What follows belongs to an exercise in optimizing a design on an open flow for small area; a production flow would make more cautious choices.
Where RTL was checked, it was by simulation tests only, not by an equivalence proof against the original.
Power and IR drop assume default switching activity.

==> inputs of exp/raven <==
Design framestore_manager, start of the top module:
module framestore_manager (
	input  logic        internal_ZBT_clock,
	input  logic        resetn,
	input  logic        address_reset,
	input  logic [11:0] image_horizontal,
	input  logic [1:0]  picture_type,
	input  logic        yuv_write_en,
	input  logic [7:0]  yuv_write_data,
	input  logic        picture_start,
	input  logic        frame_advance,
	input  logic        audio_sync_in,
	output logic        display_select,
	output logic        display_advance,
	output logic        audio_sync_out,
	input  logic [51:0] video_stream,
	input  logic [51:0] audio_stream,
	input  logic [19:0] fs_fwd,
	input  logic [19:0] fs_bwd,
	input  logic [31:0] bank0_read_data,
	input  logic [31:0] bank1_read_data,
	output logic [51:0] bank0,
	output logic [51:0] bank1,
	output logic        video_stream_access,
	output logic        audio_stream_access,
	output logic        framestore_busy,
	output logic [31:0] video_stream_read_data,
	output logic [31:0] audio_stream_read_data,
	output logic [31:0] fs_fwd_data,
	output logic [31:0] fs_bwd_data
);
	zbt_pkg::zbt_req_t          video_stream_req;
	zbt_pkg::zbt_req_t          audio_stream_req;
	zbt_pkg::fs_read_req_t      fs_fwd_req;
	zbt_pkg::fs_read_req_t      fs_bwd_req;
	zbt_pkg::zbt_req_t          bank0_req;
	zbt_pkg::zbt_req_t          bank1_req;
	picture_pkg::picture_type_t picture_kind;
	assign video_stream_req = video_stream;
	assign audio_stream_req = audio_stream;
	assign fs_fwd_req = fs_fwd;
	assign fs_bwd_req = fs_bwd;
	assign picture_kind = picture_pkg::picture_type_t'(picture_type);
	assign bank0 = bank0_req;
	assign bank1 = bank1_req;
	zbt_pkg::dec_write_t dec_write;
	logic                prediction_select;
	mb_write_addresser mb_write_addresser_i (
		.internal_ZBT_clock (internal_ZBT_clock),
		.resetn             (resetn),
		.address_reset      (address_reset),
		.image_horizontal   (image_horizontal),
		.picture_type       (picture_kind),
		.yuv_write_en       (yuv_write_en),
		.yuv_write_data     (yuv_write_data),
		.dec_write          (dec_write)
	);
	frame_bank_sequencer frame_bank_sequencer_i (
		.internal_ZBT_clock (internal_ZBT_clock),
		.resetn             (resetn),
		.picture_start      (picture_start),
  ...
==> module mb_write_addresser, before the edit <==
module mb_write_addresser (
	input  logic                      internal_ZBT_clock,
	input  logic                      resetn,
	input  logic                      address_reset,
	input  picture_pkg::image_dim_t   image_horizontal,
	input  picture_pkg::picture_type_t picture_type,
	input  logic                      yuv_write_en,
	input  logic [7:0]                yuv_write_data,
	output zbt_pkg::dec_write_t       dec_write
);
	logic [1:0]  word_count;    
	logic [3:0]  slot_count;    
	logic [2:0]  block_count;
	logic [7:0]  mb_column;
	logic [15:0] pos;
	logic        pos_carry;
	logic        step2;         
	logic        step3;         
	logic [7:0]  byte_hh;
	logic [7:0]  byte_hl;
	logic [7:0]  byte_lh;
	logic [7:0]  n;
	logic        word_end;
	logic        row_end;
	logic        block_end;
	logic        luma;
	logic        last_column;
	logic [7:0]  mb_column_inc;
	assign n = image_horizontal[11:4];
	assign word_end = yuv_write_en && (word_count == 2'b11);
	assign row_end = yuv_write_en && !address_reset && (word_count == 2'b11) && slot_count[0];
	assign block_end = (slot_count == 4'hf);
	assign luma = !block_count[2];
	assign mb_column_inc = mb_column + 8'd1;
	assign last_column = (mb_column_inc == n);
	logic add_n, add_2n, sub_8n, sub_16n, add_mx, sub_mx, carry_in;
	logic next2;            
	logic next3;            
	logic row_was_last;     
	assign row_was_last = (mb_column == 8'd0);
	always_comb begin
		add_n = 1'b0;
		add_2n = 1'b0;
		sub_8n = 1'b0;
		sub_16n = 1'b0;
		add_mx = 1'b0;
		sub_mx = 1'b0;
		carry_in = 1'b0;
		next2 = 1'b0;
		next3 = 1'b0;
		if (step3) begin
			if (block_count[2]) begin
				add_mx = 1'b1;
			end else begin
				add_2n = 1'b1;
				carry_in = 1'b1;
			end
		end else if (step2) begin
			case (block_count)
				3'd1, 3'd3: add_n = 1'b1;
				3'd4: begin
					add_n = 1'b1;
					next3 = 1'b1;
				end
				3'd5: add_2n = 1'b1;
				default: begin
					carry_in = 1'b1;
					if (!row_was_last) begin
						sub_16n = 1'b1;
						next3 = 1'b1;
					end
				end
			endcase
		end else if (row_end) begin
			if (!block_end) begin
				add_n = luma;
				add_2n = !luma;
			end else begin
				case (block_count)
					3'd1: add_n = 1'b1;
					3'd0, 3'd2: begin
						sub_8n = 1'b1;
						carry_in = 1'b1;
						next2 = 1'b1;
					end
					3'd3: begin
						sub_16n = 1'b1;
						carry_in = 1'b1;
						next2 = 1'b1;
					end
					3'd4: begin
						sub_16n = 1'b1;
						carry_in = 1'b1;
						next2 = 1'b1;
					end
					default: begin
						carry_in = 1'b1;
						sub_mx = !last_column;
						next2 = 1'b1;
					end
				endcase
			end
		end
	end
	logic [15:0] op;
	assign op = ({16{add_n}} & {8'd0, n})
		| ({16{add_2n}} & {7'd0, n, 1'b0})
		| ({16{sub_8n}} & {5'h1f, ~n, 3'b111})
		| ({16{sub_16n}} & {4'hf, ~n, 4'hf})
		| ({16{add_mx}} & {8'd0, mb_column})
		| ({16{sub_mx}} & {8'hff, ~mb_column});
	logic [15:0] pos_sum;
	logic [15:0] pos_cin;
	logic [15:0] pos_cout;
	assign pos_cin = {pos_cout[14:8], pos_carry, pos_cout[6:0], carry_in};
	assign pos_sum = pos ^ op ^ pos_cin;
	assign pos_cout = (pos & op) | (pos_cin & (pos ^ op));
	always_ff @(posedge internal_ZBT_clock or negedge resetn) begin
		if (!resetn) begin
			word_count <= '0;
		end else if (address_reset) begin
			word_count <= '0;
		end else if (yuv_write_en) begin
			word_count <= word_count + 2'd1;
		end
	end
	always_ff @(posedge internal_ZBT_clock) begin
		if (address_reset) begin
			slot_count <= '0;
			block_count <= '0;
			mb_column <= '0;
			pos <= '0;
			pos_carry <= 1'b0;
			step2 <= 1'b0;
			step3 <= 1'b0;
		end else begin
			if (word_end)
				slot_count <= slot_count + 4'd1;
			if (word_end && block_end) begin
				if (block_count == 3'(6 - 1)) begin
					block_count <= '0;
					mb_column <= last_column ? 8'd0 : mb_column_inc;
				end else begin
					block_count <= block_count + 3'd1;
				end
			end
			pos <= pos_sum;
			pos_carry <= pos_cout[7];
			step2 <= next2;
			step3 <= next3;
		end
	end
	always_ff @(posedge internal_ZBT_clock) begin
		if (yuv_write_en) begin
			byte_hh <= byte_hl;
			byte_hl <= byte_lh;
			byte_lh <= yuv_write_data;
		end
	end
	assign dec_write.address = luma ? {1'b0, pos, block_count[0], slot_count[0]}
		: {1'b1, block_count[0], 1'b0, pos[15:1], slot_count[0]};
	assign dec_write.data = {byte_hh, byte_hl, byte_lh, yuv_write_data};
	assign dec_write.strobe = word_end && (picture_type != picture_pkg::PIC_B);
endmodule
Settings: LEC_CHECK=0, CAP_MARGIN=20, CORE_MARGIN=2, CORE_UTILIZATION=45, SLEW_MARGIN=20; clock period 7.0 ns.
standard.sh (not shown) runs the stock make flow with config.mk's settings and CLKGATE_MAP_FILE= SYNTH_SCRIPT=/design/flow/synth_recipe.tcl, a recipe that flattens the netlist after the stock synthesis.
==> flow/flow/run.sh <==
#!/bin/bash
# Standard synthesis, then an area-oriented re-mapping of its
# combinational logic (every flip-flop, adder and tie cell of the
# standard synthesis is kept as it is, with its name, and the result is
# proven equivalent to the standard netlist, else that one is used),
# then the standard layout with the port buffers made of the smallest
# buffer and a clock tree of small buffers.
set -euo pipefail
PORTBUF="BUFFER_PORTS_ARGS=-buffer_cell sky130_fd_sc_hd__buf_1"
CTS="CTS_ARGS=-sink_clustering_enable -repair_clock_nets -dont_use_dummy_load -buf_list {sky130_fd_sc_hd__clkbuf_8} -sink_clustering_size 20"
RES=orfs/results/${FLOW_PLATFORM}/framestore_manager/base
LIB=${FLOW_HOME}/platforms/${FLOW_PLATFORM}/lib/sky130_fd_sc_hd__tt_025C_1v80.lib
YOSYS=$(command -v yosys || echo ${FLOW_HOME}/../tools/install/yosys/bin/yosys)
KEEP="sky130_fd_sc_hd__df* sky130_fd_sc_hd__edf* sky130_fd_sc_hd__sdf* sky130_fd_sc_hd__sedf* sky130_fd_sc_hd__fa_* sky130_fd_sc_hd__ha_* sky130_fd_sc_hd__conb_*"

bash standard.sh "$PORTBUF" synth > synth.log 2>&1

DONT_USE=$(sed -n '/^export DONT_USE_CELLS/,/^#/p' ${FLOW_HOME}/platforms/${FLOW_PLATFORM}/config.mk \
	| grep -o 'sky130_fd_sc_hd__[a-z0-9_]*' | sed 's/^/-dont_use /' | tr '\n' ' ')
cp $RES/1_2_yosys.v standard_synth.v
printf 'strash\ndc2\nif -K 6\nmfs2 -W 4\nstrash\ndc2\ndch\namap\n' > remap.abc
cat > remap.ys <<EOY
read_liberty -ignore_miss_func $LIB
read_verilog standard_synth.v
hierarchy -top ${FLOW_TOP}
setattr -mod -set keep_hierarchy 1 $KEEP
flatten
opt -purge
abc -liberty $LIB $DONT_USE -script remap.abc
opt_clean -purge
hilomap -singleton -hicell sky130_fd_sc_hd__conb_1 HI -locell sky130_fd_sc_hd__conb_1 LO
splitnets
opt_clean -purge
tee -o remap_stat.txt stat -liberty $LIB
select ${FLOW_TOP}
write_verilog -noattr -nohex -nodec -selected remapped.v
EOY
cat > equiv.ys <<EOY
read_liberty -ignore_miss_func $LIB
read_verilog standard_synth.v
hierarchy -top ${FLOW_TOP}
flatten
rename ${FLOW_TOP} gold
design -stash gold
read_liberty -ignore_miss_func $LIB
read_verilog remapped.v
hierarchy -top ${FLOW_TOP}
flatten
rename ${FLOW_TOP} gate
design -stash gate
design -copy-from gold gold
design -copy-from gate gate
async2sync
equiv_make gold gate equiv
hierarchy -top equiv
equiv_simple -undef
equiv_induct -undef
equiv_status -assert
EOY
if $YOSYS remap.ys > remap.log 2>&1 && $YOSYS equiv.ys > equiv.log 2>&1; then
	cp remapped.v $RES/1_2_yosys.v
else
	echo "re-mapping not used" >> remap.log
fi

PINS="PLACE_PINS_ARGS=-min_distance 1 -min_distance_in_tracks"
# Layout repairs may only use buffers up to buf_4
PLATFORM_DONT_USE=$(sed -n '/^export DONT_USE_CELLS/,/^#/p' ${FLOW_HOME}/platforms/${FLOW_PLATFORM}/config.mk \
	| grep -o 'sky130_fd_sc_hd__[a-z0-9_]*' | tr '\n' ' ')
BIGBUF="DONT_USE_CELLS=$PLATFORM_DONT_USE sky130_fd_sc_hd__buf_6 sky130_fd_sc_hd__buf_8 sky130_fd_sc_hd__buf_12 sky130_fd_sc_hd__buf_16 sky130_fd_sc_hd__bufbuf_8 sky130_fd_sc_hd__bufbuf_16 sky130_fd_sc_hd__bufinv_8 sky130_fd_sc_hd__bufinv_16"
bash standard.sh "$PORTBUF" "$CTS" "$PINS" "$BIGBUF" finish > standard_flow.log 2>&1
==> inputs of exp/violet, as changes to exp/raven <==
--- a/flow/design.v
+++ b/flow/design.v
@@ -61,3 +61,3 @@
 	assign mb_column_inc = mb_column + 8'd1;
-	assign last_column = (mb_column_inc == n);
+	assign last_column = (mb_column == n - 8'd1);
 	logic add_n, add_2n, sub_8n, sub_16n, add_mx, sub_mx, carry_in;
--- a/flow/flow/run.sh
+++ b/flow/flow/run.sh
@@ -9,3 +9,3 @@
 PORTBUF="BUFFER_PORTS_ARGS=-buffer_cell sky130_fd_sc_hd__buf_1"
-CTS="CTS_ARGS=-sink_clustering_enable -repair_clock_nets -dont_use_dummy_load -buf_list {sky130_fd_sc_hd__clkbuf_8} -sink_clustering_size 20"
+CTS="CTS_ARGS=-sink_clustering_enable -repair_clock_nets -dont_use_dummy_load -buf_list {sky130_fd_sc_hd__clkbuf_4} -sink_clustering_size 20"
 RES=orfs/results/${FLOW_PLATFORM}/framestore_manager/base
==> inputs of exp/tundra, as changes to exp/raven <==
--- a/flow/flow/run.sh
+++ b/flow/flow/run.sh
@@ -9,3 +9,3 @@
 PORTBUF="BUFFER_PORTS_ARGS=-buffer_cell sky130_fd_sc_hd__buf_1"
-CTS="CTS_ARGS=-sink_clustering_enable -repair_clock_nets -dont_use_dummy_load -buf_list {sky130_fd_sc_hd__clkbuf_8} -sink_clustering_size 20"
+CTS="CTS_ARGS=-sink_clustering_enable -repair_clock_nets -dont_use_dummy_load -buf_list {sky130_fd_sc_hd__clkbuf_16} -sink_clustering_size 100 -sink_clustering_max_diameter 1000"
 RES=orfs/results/${FLOW_PLATFORM}/framestore_manager/base
@@ -65,7 +65,2 @@
 
-PINS="PLACE_PINS_ARGS=-min_distance 1 -min_distance_in_tracks"
-# Layout repairs may only use buffers up to buf_4
-PLATFORM_DONT_USE=$(sed -n '/^export DONT_USE_CELLS/,/^#/p' ${FLOW_HOME}/platforms/${FLOW_PLATFORM}/config.mk \
-	| grep -o 'sky130_fd_sc_hd__[a-z0-9_]*' | tr '\n' ' ')
-BIGBUF="DONT_USE_CELLS=$PLATFORM_DONT_USE sky130_fd_sc_hd__buf_6 sky130_fd_sc_hd__buf_8 sky130_fd_sc_hd__buf_12 sky130_fd_sc_hd__buf_16 sky130_fd_sc_hd__bufbuf_8 sky130_fd_sc_hd__bufbuf_16 sky130_fd_sc_hd__bufinv_8 sky130_fd_sc_hd__bufinv_16"
-bash standard.sh "$PORTBUF" "$CTS" "$PINS" "$BIGBUF" finish > standard_flow.log 2>&1
+bash standard.sh "$PORTBUF" "$CTS" finish > standard_flow.log 2>&1
--- a/flow/config.mk
+++ b/flow/config.mk
@@ -9,3 +9,3 @@
 export CORE_MARGIN = 2
-export CORE_UTILIZATION = 45
+export CORE_UTILIZATION = 25
 export SLEW_MARGIN = 20
==> inputs of exp/garnet, as changes to exp/raven <==
--- a/flow/design.v
+++ b/flow/design.v
@@ -41,6 +41,7 @@
 	logic [7:0]  mb_column;
-	logic [15:0] pos;
-	logic        pos_carry;
-	logic        step2;         
-	logic        step3;         
+	logic [15:0] xl;
+	logic [14:0] xc;
+	logic        xl_carry;
+	logic        xc_carry;
+	logic        row_fwd;       
 	logic [7:0]  byte_hh;
@@ -62,68 +63,56 @@
 	assign last_column = (mb_column_inc == n);
-	logic add_n, add_2n, sub_8n, sub_16n, add_mx, sub_mx, carry_in;
-	logic next2;            
-	logic next3;            
-	logic row_was_last;     
-	assign row_was_last = (mb_column == 8'd0);
+	logic [15:0] pos_n;
+	logic [15:0] neg_8n;
+	assign pos_n = {8'd0, n};
+	assign neg_8n = {5'h1f, ~n, 3'b111};
+	logic [15:0] xl_op;
+	logic        xl_ci;
+	logic [15:0] xc_op;
+	logic        xc_ci;
+	logic        back_8;         
+	logic        after_cr;
+	logic        fwd_xl;
+	logic        fwd_xc;
+	assign after_cr = row_fwd && (block_count == 3'd0);
+	assign fwd_xl = row_fwd && (block_count[0] != block_count[2]);
+	assign fwd_xc = row_fwd && (block_count == 3'd5);
 	always_comb begin
-		add_n = 1'b0;
-		add_2n = 1'b0;
-		sub_8n = 1'b0;
-		sub_16n = 1'b0;
-		add_mx = 1'b0;
-		sub_mx = 1'b0;
-		carry_in = 1'b0;
-		next2 = 1'b0;
-		next3 = 1'b0;
-		if (step3) begin
-			if (block_count[2]) begin
-				add_mx = 1'b1;
-			end else begin
-				add_2n = 1'b1;
-				carry_in = 1'b1;
-			end
-		end else if (step2) begin
-			case (block_count)
-				3'd1, 3'd3: add_n = 1'b1;
-				3'd4: begin
-					add_n = 1'b1;
-					next3 = 1'b1;
+		xl_op = '0;
+		xl_ci = 1'b0;
+		if (fwd_xl) begin
+			xl_op = pos_n;
+		end else if (after_cr) begin
+			xl_ci = 1'b1;
+		end else if (row_end) begin
+			if (luma) begin
+				if (block_end && (!block_count[0] || (block_count[1] && !last_column))) begin
+					xl_op = neg_8n;
+					xl_ci = 1'b1;
+				end else if (!block_end || !block_count[1]) begin
+					xl_op = pos_n;
 				end
-				3'd5: add_2n = 1'b1;
-				default: begin
-					carry_in = 1'b1;
-					if (!row_was_last) begin
-						sub_16n = 1'b1;
-						next3 = 1'b1;
-					end
+			end else if (block_end && block_count[0]) begin
+				if (last_column) begin
+					xl_ci = 1'b1;
+				end else begin
+					xl_op = neg_8n;
+					xl_ci = 1'b1;
 				end
-			endcase
-		end else if (row_end) begin
+			end
+		end
+	end
+	always_comb begin
+		xc_op = '0;
+		xc_ci = 1'b0;
+		if (fwd_xc || after_cr) begin
+			xc_op = pos_n;
+			xc_ci = after_cr;
+		end else if (row_end && !luma) begin
 			if (!block_end) begin
-				add_n = luma;
-				add_2n = !luma;
+				xc_op = pos_n;
+			end else if (!block_count[0] || !last_column) begin
+				xc_op = neg_8n;
+				xc_ci = 1'b1;
 			end else begin
-				case (block_count)
-					3'd1: add_n = 1'b1;
-					3'd0, 3'd2: begin
-						sub_8n = 1'b1;
-						carry_in = 1'b1;
-						next2 = 1'b1;
-					end
-					3'd3: begin
-						sub_16n = 1'b1;
-						carry_in = 1'b1;
-						next2 = 1'b1;
-					end
-					3'd4: begin
-						sub_16n = 1'b1;
-						carry_in = 1'b1;
-						next2 = 1'b1;
-					end
-					default: begin
-						carry_in = 1'b1;
-						sub_mx = !last_column;
-						next2 = 1'b1;
-					end
-				endcase
+				xc_ci = 1'b1;
 			end
@@ -131,15 +120,16 @@
 	end
-	logic [15:0] op;
-	assign op = ({16{add_n}} & {8'd0, n})
-		| ({16{add_2n}} & {7'd0, n, 1'b0})
-		| ({16{sub_8n}} & {5'h1f, ~n, 3'b111})
-		| ({16{sub_16n}} & {4'hf, ~n, 4'hf})
-		| ({16{add_mx}} & {8'd0, mb_column})
-		| ({16{sub_mx}} & {8'hff, ~mb_column});
-	logic [15:0] pos_sum;
-	logic [15:0] pos_cin;
-	logic [15:0] pos_cout;
-	assign pos_cin = {pos_cout[14:8], pos_carry, pos_cout[6:0], carry_in};
-	assign pos_sum = pos ^ op ^ pos_cin;
-	assign pos_cout = (pos & op) | (pos_cin & (pos ^ op));
+	assign back_8 = row_end && block_end && (!block_count[0]
+		|| (luma ? (block_count[1] && !last_column) : !last_column));
+	logic [15:0] xl_sum;
+	logic [14:0] xc_sum;
+	logic [15:0] xl_cin;
+	logic [15:0] xl_cout;
+	logic [14:0] xc_cin;
+	logic [14:0] xc_cout;
+	assign xl_cin = {xl_cout[14:8], xl_carry, xl_cout[6:0], xl_ci};
+	assign xc_cin = {xc_cout[13:8], xc_carry, xc_cout[6:0], xc_ci};
+	assign xl_sum = xl ^ xl_op ^ xl_cin;
+	assign xl_cout = (xl & xl_op) | (xl_cin & (xl ^ xl_op));
+	assign xc_sum = xc ^ xc_op[14:0] ^ xc_cin;
+	assign xc_cout = (xc & xc_op[14:0]) | (xc_cin & (xc ^ xc_op[14:0]));
 	always_ff @(posedge internal_ZBT_clock or negedge resetn) begin
@@ -158,6 +148,7 @@
 			mb_column <= '0;
-			pos <= '0;
-			pos_carry <= 1'b0;
-			step2 <= 1'b0;
-			step3 <= 1'b0;
+			xl <= '0;
+			xc <= '0;
+			xl_carry <= 1'b0;
+			xc_carry <= 1'b0;
+			row_fwd <= 1'b0;
 		end else begin
@@ -173,6 +164,7 @@
 			end
-			pos <= pos_sum;
-			pos_carry <= pos_cout[7];
-			step2 <= next2;
-			step3 <= next3;
+			xl <= xl_sum;
+			xc <= xc_sum;
+			xl_carry <= xl_cout[7];
+			xc_carry <= xc_cout[7];
+			row_fwd <= back_8;
 		end
@@ -186,4 +178,4 @@
 	end
-	assign dec_write.address = luma ? {1'b0, pos, block_count[0], slot_count[0]}
-		: {1'b1, block_count[0], 1'b0, pos[15:1], slot_count[0]};
+	assign dec_write.address = luma ? {1'b0, xl, block_count[0], slot_count[0]}
+		: {1'b1, block_count[0], 1'b0, xc, slot_count[0]};
 	assign dec_write.data = {byte_hh, byte_hl, byte_lh, yuv_write_data};
--- a/flow/flow/run.sh
+++ b/flow/flow/run.sh
@@ -65,7 +65,2 @@
 
-PINS="PLACE_PINS_ARGS=-min_distance 1 -min_distance_in_tracks"
-# Layout repairs may only use buffers up to buf_4
-PLATFORM_DONT_USE=$(sed -n '/^export DONT_USE_CELLS/,/^#/p' ${FLOW_HOME}/platforms/${FLOW_PLATFORM}/config.mk \
-	| grep -o 'sky130_fd_sc_hd__[a-z0-9_]*' | tr '\n' ' ')
-BIGBUF="DONT_USE_CELLS=$PLATFORM_DONT_USE sky130_fd_sc_hd__buf_6 sky130_fd_sc_hd__buf_8 sky130_fd_sc_hd__buf_12 sky130_fd_sc_hd__buf_16 sky130_fd_sc_hd__bufbuf_8 sky130_fd_sc_hd__bufbuf_16 sky130_fd_sc_hd__bufinv_8 sky130_fd_sc_hd__bufinv_16"
-bash standard.sh "$PORTBUF" "$CTS" "$PINS" "$BIGBUF" finish > standard_flow.log 2>&1
+bash standard.sh "$PORTBUF" "$CTS" finish > standard_flow.log 2>&1
--- a/flow/config.mk
+++ b/flow/config.mk
@@ -9,3 +9,3 @@
 export CORE_MARGIN = 2
-export CORE_UTILIZATION = 45
+export CORE_UTILIZATION = 25
 export SLEW_MARGIN = 20
==> comparison table <==
metric	exp/violet	exp/tundra	exp/garnet	exp/raven
Data arrival, critical path	6.83 ns	6.67 ns	6.38 ns	6.77 ns
Register-to-Register Setup Slack	1.13 ns	1.10 ns	1.27 ns	0.91 ns
GR met3 Demand/Resource	7.818%	12.76%	13.17%	12.08%
Inverter count	74	87	86	87
FF+latch area	0.001655 sq mm	0.001653 sq mm	0.001953 sq mm	0.001653 sq mm
CP endpoint	mb_write_addresser_i.pos[15]	mb_write_addresser_i.pos[7]	mb_write_addresser_i.xc[7]	mb_write_addresser_i.pos[15]
Logic depth of the worst register-to-register path	19	22	22	23
Switching power as a share of total power	42.04%	43.95%	43.64%	41.75%
Portion of total power attributed to sequential cells	37.4%	27.5%	34.0%	34.4%
Layout Area Growth over Synthesis	41.80%	48.05%	41.51%	40.95%
Number of global-route vias before repair	6412	6860	6484	6606
Clock network latency to the later pin of the worst-skew pair	0.39 ns	0.35 ns	0.38 ns	0.34 ns
Highest metal layer with signal wires	met4	met5	met5	met4
Status	timing/DRC/antenna clean	timing/DRC/antenna clean	timing/DRC/antenna clean	timing/DRC/antenna clean
Hold Path Depth	1	1	1	2
Post-synth net total	852	863	912	863
Clock slew at reported path FFs	0.09 ns	0.07 ns	0.08 ns	0.06 ns
Proportion of cell area occupied by multi-input gates	44.48%	42.05%	42.89%	44.17%
For exp/garnet, only the layout was checked, not whether the RTL still works.

## port drivers added, routing unchanged
The results above use ideal ports. As a check the final layouts listed here were re-extracted and re-timed, cells and wires unchanged.
Step 1: set_driving_cell puts a clkbuf_16 on internal_ZBT_clock and a buf_2 on each other input, an assumption about the parent block.
Step 2 adds t to the input delays and takes it off the output delays; t is the mean of the earliest and latest rising clock arrival at the registers after step 1. Input paths then give back, and output paths get back, about the clock's delay inside the block.
Three values: no drivers, after step 1, after step 2; two values: the first two.
run | t (ns) | slack for setup (ns) | hold WS [ns] | worst setup path at the end | cell pins on the clock port's net
exp/raven | 0.376 | 0.481 / 0.405 / 0.029 | 0.478 / 0.478 / 0.478 | input to register | 1
exp/violet | 0.409 | 0.405 / 0.415 / 0.006 | 0.459 / 0.459 / 0.459 | input to register | 1
exp/tundra | 0.386 | 0.563 / 0.576 / 0.191 | 0.467 / 0.467 / 0.467 | input to register | 1
exp/garnet | 0.409 | 0.872 / 0.884 / 0.475 | 0.466 / 0.466 / 0.466 | input to register | 1
After both steps setup and hold are still met in every run listed. For exp/raven, which loses most, drivers alone change the setup slack by -0.076 ns; drivers and shift together by -0.452 ns.
